Context: an optimization exercise on an open-source flow, tuned for a short achievable clock period and few clock cycles. The choices shown serve that exercise and are no tape-out recipe. In this exercise RTL edits were held to simulation tests only and were not proved equivalent to the original. Power figures rest on the tool's default switching activity, not on a simulated workload.

<file path="flow/config.mk">
export PLATFORM = sky130hd
export DESIGN_NAME = sprite_sequencer
export DESIGN_NICKNAME = sprite_sequencer
export VERILOG_FILES = /design/flow/design.v
export SDC_FILE = /design/flow/constraint.sdc
export NUM_CORES = 4
export LEC_CHECK = 0
export ABC_CLOCK_PERIOD_IN_PS = 2000
export CAP_MARGIN = 20
export CORE_MARGIN = 2
export CORE_UTILIZATION = 30
export SETUP_SLACK_MARGIN = 3.8
export SLEW_MARGIN = 20
export TNS_END_PERCENT = 100
</file>
<file path="flow/constraint.sdc">
create_clock -name core_clock -period 6.0 [get_ports {clk_pixel}]
set_input_delay 1.2000 -clock core_clock [delete_from_list [all_inputs] [get_ports {clk_pixel}]]
set_output_delay 1.2000 -clock core_clock [all_outputs]
set_load 0.01 [all_outputs]
</file>
<file path="flow/design.v">
module sprite_sequencer #(
    parameter int MAX_SPRITES  = 16,
    parameter int NUM_FRAMES   = 512,
    parameter int WIDTH        = 1280,
    parameter int HEIGHT       = 720,
    parameter int ANIM_DIV     = 6,
    parameter int MAX_ANIM_LEN = 8,
    localparam int IW = $clog2(MAX_SPRITES),
    localparam int FW = $clog2(NUM_FRAMES),
    localparam int XW = $clog2(WIDTH),
    localparam int YW = $clog2(HEIGHT),
    localparam int LW = $clog2(MAX_ANIM_LEN + 1)
) (
    input  logic          clk_pixel,
    input  logic          sys_rst,
    input  logic          new_frame,
    input  logic          wr_en,
    input  logic [IW-1:0] wr_index,
    input  logic          wr_active,
    input  logic [XW-1:0] wr_x,
    input  logic [YW-1:0] wr_y,
    input  logic [FW-1:0] wr_base_frame,
    input  logic [LW-1:0] wr_anim_len,
    input  logic          sprite_ready,
    output logic          sprite_valid,
    output logic [XW-1:0] sprite_x,
    output logic [YW-1:0] sprite_y,
    output logic [FW-1:0] sprite_frame_number,
    output logic [IW-1:0] sprite_index,
    output logic          busy,
    output logic          list_done,
    output logic          overrun
);
    localparam int N  = MAX_SPRITES;
    localparam int DW = (ANIM_DIV > 1) ? $clog2(ANIM_DIV) : 1;
    logic          busy_reg;
    logic [DW-1:0] div_reg;
    logic          step_reg;
    logic          overrun_reg;
    logic          list_done_reg;
    logic          valid_reg;
    logic [XW-1:0] x_reg;
    logic [YW-1:0] y_reg;
    logic [FW-1:0] frame_reg;
    logic [IW-1:0] index_reg;
    logic [N-1:0]  mask_reg;
    logic [N-1:0]  act_vec;
    logic [N-1:0]  act_next;
    logic [XW-1:0] x_arr     [N];
    logic [YW-1:0] y_arr     [N];
    logic [FW-1:0] frame_arr [N];
    logic          start, start_w, out_free, take, mask_any, any2, scan_end, step_now;
    logic [N-1:0]  low, low2, mask2, pick, wr_dec, late_adv_reg;
    logic [N-1:0]  below, below2;
    logic          w_le_a, w_is_a, first_w, use_b;
    always_comb begin
        below[0]  = 1'b0;
        below2[0] = 1'b0;
        for (int i = 1; i < N; i++) begin
            below[i]  = below[i-1]  | mask_reg[i-1];
            below2[i] = below2[i-1] | mask2[i-1];
        end
    end
    assign low      = mask_reg & ~below;
    assign mask2    = mask_reg & ~low;
    assign low2     = mask2 & ~below2;
    assign mask_any = |mask_reg;
    assign any2     = |mask2;
    assign start    = !busy_reg && new_frame;
    assign start_w  = start && wr_en;
    assign out_free = !valid_reg || sprite_ready;
    assign take     = (busy_reg && out_free) || (start && !wr_en);
    assign scan_end = busy_reg && out_free && !mask_any;
    assign step_now = busy_reg ? step_reg : (div_reg == DW'(ANIM_DIV - 1));
    assign w_le_a  = !below[wr_index];
    assign w_is_a  = low[wr_index];
    assign first_w = start_w && wr_active && w_le_a;
    assign use_b   = start_w && !wr_active && w_is_a;
    assign pick    = use_b ? low2 : ((take || (start_w && !first_w)) ? low : '0);
    genvar gi;
    generate
        for (gi = 0; gi < N; gi++) begin : g_entry
            logic          active_reg;
            logic [XW-1:0] x_e_reg;
            logic [YW-1:0] y_e_reg;
            logic [FW-1:0] base_reg;
            logic [FW-1:0] frame_e_reg;
            logic [LW-1:0] len_reg;
            logic [LW-1:0] phase_reg;
            logic          wr_hit;
            logic          adv_hit;
            logic          wrap;
            logic [LW-1:0] phase_inc;
            assign wr_dec[gi] = (wr_index == IW'(gi));
            assign wr_hit    = wr_en && wr_dec[gi];
            assign adv_hit   = (pick[gi] && step_now) || late_adv_reg[gi];
            assign phase_inc = phase_reg + LW'(1);
            assign wrap      = (phase_inc >= ((len_reg == '0) ? LW'(1) : len_reg));
            always_ff @(posedge clk_pixel or posedge sys_rst) begin
                if (sys_rst) begin
                    active_reg <= 1'b0;
                end else if (wr_hit) begin
                    active_reg <= wr_active;
                end
            end
            always_ff @(posedge clk_pixel) begin
                if (wr_hit) begin
                    x_e_reg     <= wr_x;
                    y_e_reg     <= wr_y;
                    base_reg    <= wr_base_frame;
                    frame_e_reg <= wr_base_frame;
                    len_reg     <= wr_anim_len;
                    phase_reg   <= '0;
                end else if (adv_hit) begin
                    phase_reg   <= wrap ? '0 : phase_inc;
                    frame_e_reg <= wrap ? base_reg : frame_e_reg + FW'(1);
                end
            end
            assign act_vec[gi]   = active_reg;
            assign act_next[gi]  = wr_hit ? wr_active : active_reg;
            assign x_arr[gi]     = x_e_reg;
            assign y_arr[gi]     = y_e_reg;
            assign frame_arr[gi] = frame_e_reg;
        end
    endgenerate
    logic [XW-1:0] x_sel;
    logic [YW-1:0] y_sel;
    logic [FW-1:0] frame_sel;
    logic [IW-1:0] index_sel;
    logic [XW-1:0] x_sel2;
    logic [YW-1:0] y_sel2;
    logic [FW-1:0] frame_sel2;
    logic [IW-1:0] index_sel2;
    always_comb begin
        x_sel      = '0;
        y_sel      = '0;
        frame_sel  = '0;
        index_sel  = '0;
        x_sel2     = '0;
        y_sel2     = '0;
        frame_sel2 = '0;
        index_sel2 = '0;
        for (int i = 0; i < N; i++) begin
            x_sel      = x_sel      | (x_arr[i]     & {XW{low[i]}});
            y_sel      = y_sel      | (y_arr[i]     & {YW{low[i]}});
            frame_sel  = frame_sel  | (frame_arr[i] & {FW{low[i]}});
            index_sel  = index_sel  | (IW'(i)       & {IW{low[i]}});
            x_sel2     = x_sel2     | (x_arr[i]     & {XW{low2[i]}});
            y_sel2     = y_sel2     | (y_arr[i]     & {YW{low2[i]}});
            frame_sel2 = frame_sel2 | (frame_arr[i] & {FW{low2[i]}});
            index_sel2 = index_sel2 | (IW'(i)       & {IW{low2[i]}});
        end
    end
    always_ff @(posedge clk_pixel or posedge sys_rst) begin
        if (sys_rst) begin
            busy_reg      <= 1'b0;
            div_reg       <= '0;
            step_reg      <= 1'b0;
            overrun_reg   <= 1'b0;
            list_done_reg <= 1'b0;
            mask_reg      <= '0;
            valid_reg     <= 1'b0;
            late_adv_reg  <= '0;
        end else begin
            late_adv_reg  <= (first_w && step_now) ? wr_dec : '0;
            list_done_reg <= scan_end;
            if (busy_reg && new_frame) begin
                overrun_reg <= 1'b1;
            end
            if (start) begin
                busy_reg <= 1'b1;
                if (div_reg == DW'(ANIM_DIV - 1)) begin
                    div_reg  <= '0;
                    step_reg <= 1'b1;
                end else begin
                    div_reg  <= div_reg + DW'(1);
                    step_reg <= 1'b0;
                end
            end else if (scan_end) begin
                busy_reg <= 1'b0;
            end
            if (start_w) begin
                if (first_w) begin
                    mask_reg  <= mask_reg & ~wr_dec;
                    valid_reg <= 1'b1;
                end else if (use_b) begin
                    mask_reg  <= mask2 & ~low2;
                    valid_reg <= any2;
                end else begin
                    mask_reg  <= act_next & ~low;
                    valid_reg <= mask_any;
                end
            end else if (take && mask_any) begin
                mask_reg  <= mask2;
                valid_reg <= 1'b1;
            end else begin
                if (!busy_reg || scan_end) begin
                    mask_reg <= act_next;
                end
                if (take) begin
                    valid_reg <= 1'b0;
                end
            end
        end
    end
    always_ff @(posedge clk_pixel) begin
        if (first_w) begin
            x_reg     <= wr_x;
            y_reg     <= wr_y;
            frame_reg <= wr_base_frame;
            index_reg <= wr_index;
        end else if (use_b) begin
            x_reg     <= x_sel2;
            y_reg     <= y_sel2;
            frame_reg <= frame_sel2;
            index_reg <= index_sel2;
        end else if (take || start_w) begin
            x_reg     <= x_sel;
            y_reg     <= y_sel;
            frame_reg <= frame_sel;
            index_reg <= index_sel;
        end
    end
    assign sprite_valid        = valid_reg;
    assign sprite_x            = x_reg;
    assign sprite_y            = y_reg;
    assign sprite_frame_number = frame_reg;
    assign sprite_index        = index_reg;
    assign busy                = busy_reg;
    assign list_done           = list_done_reg;
    assign overrun             = overrun_reg;
endmodule
</file>
<file path="flow/run.sh">
#!/bin/bash
# synth_recipe.tcl (not shown) runs the flow's synth.tcl, then flattens the netlist and writes it again
# the make line also repeats each setting of config.mk as NAME=value (left out here)
make -C /OpenROAD-flow-scripts/flow DESIGN_CONFIG=/design/flow/config.mk WORK_HOME=/design/flow/orfs CLKGATE_MAP_FILE= SYNTH_SCRIPT=/design/flow/synth_recipe.tcl finish
</file>
==> metrics.cfg, run 1 <==
[synthesis]
yosysTopAreaCell = edfxtp_1
synth-seq-cells = 842
yosysWarnings = 4
synth_top_area_share_pct = 52.7
yosysUniqueCellTypes = 79
synth.avg_cell_area_um2 = 11.4
synth_edf_count = 722
synth_area_um2 = 41100
syn-num-nets = 3754
synth_ff_type = edfxtp_1
synth-async-reset-ratio_pct = 6.65
synth.area.top_cells = edfxtp_1, o21ai_0, nand2_1, dfrtp_1, dfxtp_1
synthCells = 3614
yosysSeqAreaShare_pct = 59.2

[routing]
drcViolationCount = 0
drt_pass1_iterations = 13
num_vias = 37684
wl_per_cell_um = 30.7
drt_iter0_markers = 6610
drt-vias-per-instance = 6.21
routed_wl_um = 187000
ant_nets = 0

[pwr]
cellInternalPower_mw = 14.2
p_clk_share_pct = 27.3
vdd_drop_max_mv = 0.279
power.leakage_nw = 21.0
power_density_nw_per_um2 = 382
p_comb_share_pct = 39.9
switching_power_mw = 8.12
p_total_mw = 22.3
seq_power_share_pct = 32.8
switching_share_pct = 36.4

[cells_and_area]
nets = 4338
instances_no_fill = 6071
area_growth_pct = 42.0
drive_gt1_share_pct = 32.3
largest_reg_flops = 176

[sta]
setup_slack_ps = 2560
tns_ps = 0
tightest_slew_ps = 1240
maxSlewViolCount = 0
finalSetupViolCount = 0
period_minus_slack_ps = 3440
timing.hold.ws_ps = 456
rsz0062_at_grt = yes
hold_viol_final = 0
fin_crit_sh_pct = 57.3
fin_skew_ps = 25.4
fmax_mhz = 291
slew-limit-headroom_pct = 17.0

[die]
fp.dieArea_um2 = 140000
row_count = 135
io_pins = 82
die_y_um = 374
coreArea_um2 = 136000
dieWidth_um = 374
initial_utilization_pct = 30.3

[critical_path]
cpPeakStageDelay_ps = 580
startpoint_type = flop
crit_required_ps = 6620
r2r_slack_ps = 2560
cp_max_fo = 6
slowest_stage = or4_4
crit_type = flop to flop
worst_r2r_path_depth = 13
timing.rr.end = g_entry[15].phase_reg[0]
crit_top_cell = buf_6
arrival_ps = 4060
worstSetupEndpointType = flop
timing.rr.start = mask_reg[0]
crit_chain = or4_4, nor2_4, buf_6, buf_6, nand4_1, a41oi_4, buf_6, o2111a_2, a21o_1, o22ai_4, buf_6, nor4b_4, a31o_2

[clocking]
cts_buffers = 94
cts_buffer_depth = 3
cts_hold_buf = 0
cts_htree_levels = 3
cts_tree = built
clk_latency_ps = 690
cts-root-buf = clkbuf_16
cts.sinks = 842
cts.clk_slew.worst_paths_ps = 60

[global_route]
grt_max_degree = 57
overflow = 0
grt_pass1_vias = 34618
track_usage_pct = 24.0
grt_pass1_wl_um = 246000
antenna_found_initial = 13

[min_path]
hold_end = overrun_reg
worstHoldPathType = flop to flop
worstHoldStart = overrun_reg
min_path_cells = 1

[placed_design]
post-place-ws_ps = 830
io_buffers = 81
gp_congestion = 0.953
dp.cells = 5325
dp_hpwl_um = 89000

[run_status]
status = timing/DRC/antenna clean

[run]
max_cap_viol_count = 0

per-stage QoR:
step,area [µm²],utilization (%)
2_1_floorplan,42100,-
3_3_place_gp,44700,32.9
3_5_place_dp,44700,32.9
4_1_cts,54600,40.2
5_1_grt,58400,43.0
6_report,58400,43.0
power groups by stage:
stage	clock network, mW	registers, mW	logic, mW
finish	6.09	7.31	8.88
global route	6.32	7.33	9.02
CTS	6.09	7.26	7.19
detailed placement	0	7.45	5.38
global placement	0	7.45	5.33
floorplan	0	7.17	3.33
cell families after synthesis:
logic type	share of synthesized area, %
flip-flops	59.2
adder cells (fa/ha/maj)	2.94
AND/OR/NAND/NOR	10.9
AO/OA/AOI/OAI	19.1
multiplexers	1.33
buffers and inverters	3.49
XOR/XNOR	3.09
synth_stat cells, types with 13 or more instances:
cell       number
xnor2_1        65
inv_1         102
a222oi_1       67
nand4_1        40
buf_2          28
a31o_2         22
mux2i_1        50
nor2b_1        24
nand2_1       447
a221o_1        16
ha_1           96
dfrtp_1        56
a2111oi_0      20
o21ai_0       345
nand3_1       142
buf_1          20
nor3_1         35
edfxtp_1      722
a221oi_1      117
a21oi_1       166
and3_1         19
or2_2          13
nor4_1         13
clkbuf_1      215
a31oi_1        41
dfxtp_1        64
a22o_1         91
a21o_1         44
a22oi_1       120
xor2_1         80
nor2_1        148
nand2b_1       32
area by class of cell:
class | count | area [µm²]
Antenna cell | 12 | 30.0
Clock buffer | 128 | 2650
Clock inverter | 48 | 549
Fill cell | 12003 | 77400
Inverter | 104 | 495
Multi-Input combinational cell | 2424 | 18600
Sequential cell | 842 | 24400
Tap cell | 1781 | 2230
Timing Repair Buffer | 725 | 9320
Timing Repair inverter | 7 | 106
critical path: cells and delay by family (launching register included):
kind / cells / cell delay (ps)
buffers and inverters: 4 / 590
DFF: 1 / 520
AOI/OAI and AO/OA: 5 / 1130
and+or+nand+nor: 4 / 1120
placed cells by master (no fill, tap or decap), types with 40 or more instances in the layout:
cell	synthesis	routed
o21ai_2	1	52
dfrtp_1	56	43
nor2_1	148	118
a21o_1	44	43
nand3_1	142	126
a222oi_1	67	67
nand4_1	40	40
o21ai_0	345	139
buf_4	0	270
edfxtp_1	722	722
a22oi_1	120	119
inv_1	102	65
xor2_1	80	79
o21ai_1	3	151
dfxtp_1	64	46
a221oi_1	117	88
buf_6	2	146
buf_16	0	57
clkbuf_16	0	125
mux2i_1	50	46
a21oi_1	166	119
buf_12	0	113
a31oi_1	41	41
a22o_1	91	91
ha_1	96	69
buf_2	28	44
nand2_1	447	373
xnor2_1	65	65
worst max-delay path by stage:
stage | from | to | depth (start not counted)
4_1_cts | mask_reg[0] | g_entry[10].frame_e_reg[5] | 11
3_3_place_gp | wr_index[1] | g_entry[11].frame_e_reg[0] | 11
6_report | mask_reg[0] | g_entry[15].phase_reg[0] | 13
5_1_grt | mask_reg[9] | g_entry[5].phase_reg[2] | 16
3_5_place_dp | wr_index[3] | g_entry[11].frame_e_reg[3] | 8
2_1_floorplan | wr_index[0] | g_entry[12].frame_e_reg[0] | 11
repair_timing:
action,CTS,global route
endpoints found under the hold margin,0,0
endpoints found under the setup margin,1053,748
resized for setup,832,570
pin swaps,153,175
setup buffers,287,140
gates cloned,98,33
routing by layer:
layer	track usage, %	up-vias	share of wire [%]
li1	-	15219	-
met1	28.7	18262	34
met2	36.5	3194	42
met3	7.81	999	15
met4	16.7	10	8.9
met5	0	-	0.037
Testbench counts, summed over its fixed seeds: cycles 49,938.
==> run 2: changes to the inputs <==
--- a/flow/config.mk
+++ b/flow/config.mk
@@ -6,9 +6,7 @@
 export NUM_CORES = 4
 export LEC_CHECK = 0
-export ABC_CLOCK_PERIOD_IN_PS = 2000
 export CAP_MARGIN = 20
 export CORE_MARGIN = 2
 export CORE_UTILIZATION = 30
-export SETUP_SLACK_MARGIN = 3.8
+export SETUP_SLACK_MARGIN = 3.2
 export SLEW_MARGIN = 20
-export TNS_END_PERCENT = 100
==> metrics.cfg, run 2 <==
[run_status]
status = timing/DRC/antenna clean

[critical_path]
arrival_ps = 3820
startpoint_type = input pin
crit_type = input pin to flop
crit_required_ps = 6390
worstSetupEndpointType = flop
cpPeakStageDelay_ps = 550
timing.rr.start = mask_reg[0]
crit_top_cell = o21ai_4
slowest_stage = or4_4
cp_max_fo = 9
r2r_slack_ps = 2570
timing.rr.end = g_entry[3].frame_e_reg[0]
worst_r2r_path_depth = 11
crit_chain = buf_2, or2_4, a22oi_1, a31oi_2, or4_4, o21ai_4, a211oi_4, buf_12, buf_4, a221oi_4, buf_6, o21ai_4
cp-endpoint = g_entry[3].frame_e_reg[0]
critPathLaunch = wr_index[1]

[cells_and_area]
nFillCells = 12838
final_common_cell = edfxtp_1
regArea_um2 = 24400
drive_gt1_share_pct = 20.1
multi_input_area_um2 = 17300
largest_reg_flops = 176
stdcell_area_um2 = 51900
layout_common_cells = edfxtp_1, nand2_1, o21ai_0
area_growth_pct = 26.2
nets = 4023
instances_no_fill = 5740

[clocking]
cts-root-buf = clkbuf_16
cts_buffer_depth = 3
cts_buffers = 91
cts.clk_slew.worst_paths_ps = 60
cts_htree_levels = 3
clk_latency_ps = 670
cts_tree = built
cts_hold_buf = 0
cts.sinks = 842

[routing]
drt_pass1_iterations = 9
routed_wl_um = 161000
drt-vias-per-instance = 6.00
wl_per_cell_um = 28.1
drt_iter0_markers = 5058
ant_nets = 0
drcViolationCount = 0
num_vias = 34449

[run]
max_cap_viol_count = 0

[synthesis]
yosysWarnings = 4
synthTopCellsByCount = edfxtp_1, nand2_1, o21ai_0
synth-seq-cells = 842
synth-async-reset-ratio_pct = 6.65
synth_edf_count = 722
synth_ff_type = edfxtp_1
yosysTopAreaCell = edfxtp_1
synth_top_area_share_pct = 52.7
synth_area_um2 = 41100
syn-num-nets = 3754
yosysUniqueCellTypes = 79
yosysMostFrequentCell = edfxtp_1
synthCells = 3614
synth.area.top_cells = edfxtp_1, o21ai_0, nand2_1, dfrtp_1, dfxtp_1
synth.avg_cell_area_um2 = 11.4
yosysSeqAreaShare_pct = 59.2

[pwr]
vdd_drop_max_mv = 0.264
switching_share_pct = 35.8
cellInternalPower_mw = 13.2
power_density_nw_per_um2 = 397
seq_power_share_pct = 35.5
power.leakage_nw = 18.2
switching_power_mw = 7.37
p_comb_share_pct = 36.6
p_clk_share_pct = 27.9

[placed_design]
io_buffers = 81
dp_hpwl_um = 89900
place_area_um2 = 44600
dp.cells = 5333
gp_congestion = 0.955

[sta]
hold_viol_final = 0
fmax_mhz = 291
slew-limit-headroom_pct = 33.4
maxSlewViolCount = 0
fin_skew_ps = 29.0
fin_crit_sh_pct = 57.2
tns_ps = 0
tightest_slew_ps = 999
rsz0062_at_grt = yes
period_minus_slack_ps = 3430
finalSetupViolCount = 0

[die]
dieWidth_um = 374
die_y_um = 374
coreArea_um2 = 136000
io_pins = 82
fp.dieArea_um2 = 140000
row_count = 135
initial_utilization_pct = 30.3

[min_path]
worstHoldStart = g_entry[12].phase_reg[3]
worstHoldPathType = flop to flop

[global_route]
grt_max_degree = 57
grt_pass1_wl_um = 223000
grt_pass1_vias = 32101
track_usage_pct = 21.5
antenna_found_initial = 12
overflow = 0

## run 2: cell counts after synthesis
Identical to the previous run, type by type.
## run 2: how the worst min path moves through the flow
stage | endpoint | slack, ps | cells after the start
finish | g_entry[12].phase_reg[3] | 460 | 2
global placement | overrun_reg | 450 | 1
floorplan | g_entry[0].active_reg | 440 | 2
global route | g_entry[5].phase_reg[3] | 490 | 2
detailed placement | overrun_reg | 450 | 1
CTS | g_entry[6].phase_reg[3] | 470 | 2
## run 2: power groups by stage
stage,logic (mW),clock network [mW],registers [mW]
3_3_place_gp,5.34,0,7.39
5_1_grt,7.80,5.99,7.33
3_5_place_dp,5.39,0,7.39
4_1_cts,6.56,5.78,7.28
2_1_floorplan,3.32,0,7.17
6_report,7.54,5.73,7.31
## run 2: cell families after synthesis
| group | synth area share [%] |
|---|---|
| adders and majority gates | 2.94 |
| xor gates and xnor gates | 3.09 |
| muxes | 1.33 |
| buffers and inverters | 3.49 |
| DFF | 59.2 |
| AOI/OAI and AO/OA | 19.1 |
| and+or+nand+nor | 10.9 |
## run 2: layer usage
metal / GRT usage [%] / vias up / wire length (µm)
met2: 33.6 / 2478 / 70700
met4: 11.5 / 14 / 11200
met3: 5.22 / 671 / 19600
li1: - / 14531 / -
met5: 0.652 / - / 151
met1: 27.4 / 16755 / 59500
## run 2: timing repair
item	CTS	global route
pin swaps	75	71
resized for setup	312	188
setup endpoints to repair	1035	441
cloned	30	17
buffers inserted	128	62
## run 2: cell type report
class,instances,share of cell area [%]
timing repair inverter,1,0.0145
clock buffer,119,4.87
multi-input combinational,2427,33.2
antenna,3,0.0145
tap,1781,4.29
inverter,104,0.807
clock inverter,47,0.887
sequential,842,47.0
timing repair buffer,416,8.89
## run 2: critical path: cells and delay by family
| family | cells | cell delay, ps |
|---|---|---|
| AOI/OAI and AO/OA | 6 | 1080 |
| and+or+nand+nor | 2 | 820 |
| buffers and inverters | 4 | 700 |
## run 2: through the flow
stage	power [mW]	hold WS (ps)	utilization (%)	worst slack, ps
global route	21.1	487	38.2	2460
finish	20.6	463	38.2	2570
global placement	12.7	452	32.8	625
detailed placement	12.8	453	32.8	682
floorplan	10.5	435	-	2230
CTS	19.6	466	37.0	2610

separate check: timing with driven ports:
No port has a modelled driver above. Below, the same layouts with a new extraction and two added sets of constraints.
Step 1, drivers: a clkbuf_16 drives clk_pixel and a buf_2 each remaining input, both assumed.
Step 2 adds t to the input delays and takes it off the output delays; t is the mean of the earliest and latest rising clock arrival at the registers after step 1. Input paths then give back, and output paths get back, about the clock's delay inside the block.
a / b / c = ideal ports / drivers / drivers and shift; a / b = the first two.
| run | t (ns) | slack for setup (ns) | slew at the worst register clock pin (ns) | worst slew at a driven data input, ns | cell pins on the clock port's net |
|---|---|---|---|---|---|
| run 1 | 0.758 | 2.561 / 2.549 / 1.791 | 0.07 / 0.07 | 0.20 | 1 |
| run 2 | 0.729 | 2.568 / 2.575 / 1.872 | 0.07 / 0.07 | 0.22 | 1 |
After both steps every run listed still meets setup and hold. The setup slack of run 1, which loses most, moves by -0.012 ns with the drivers and by -0.770 ns with both steps.
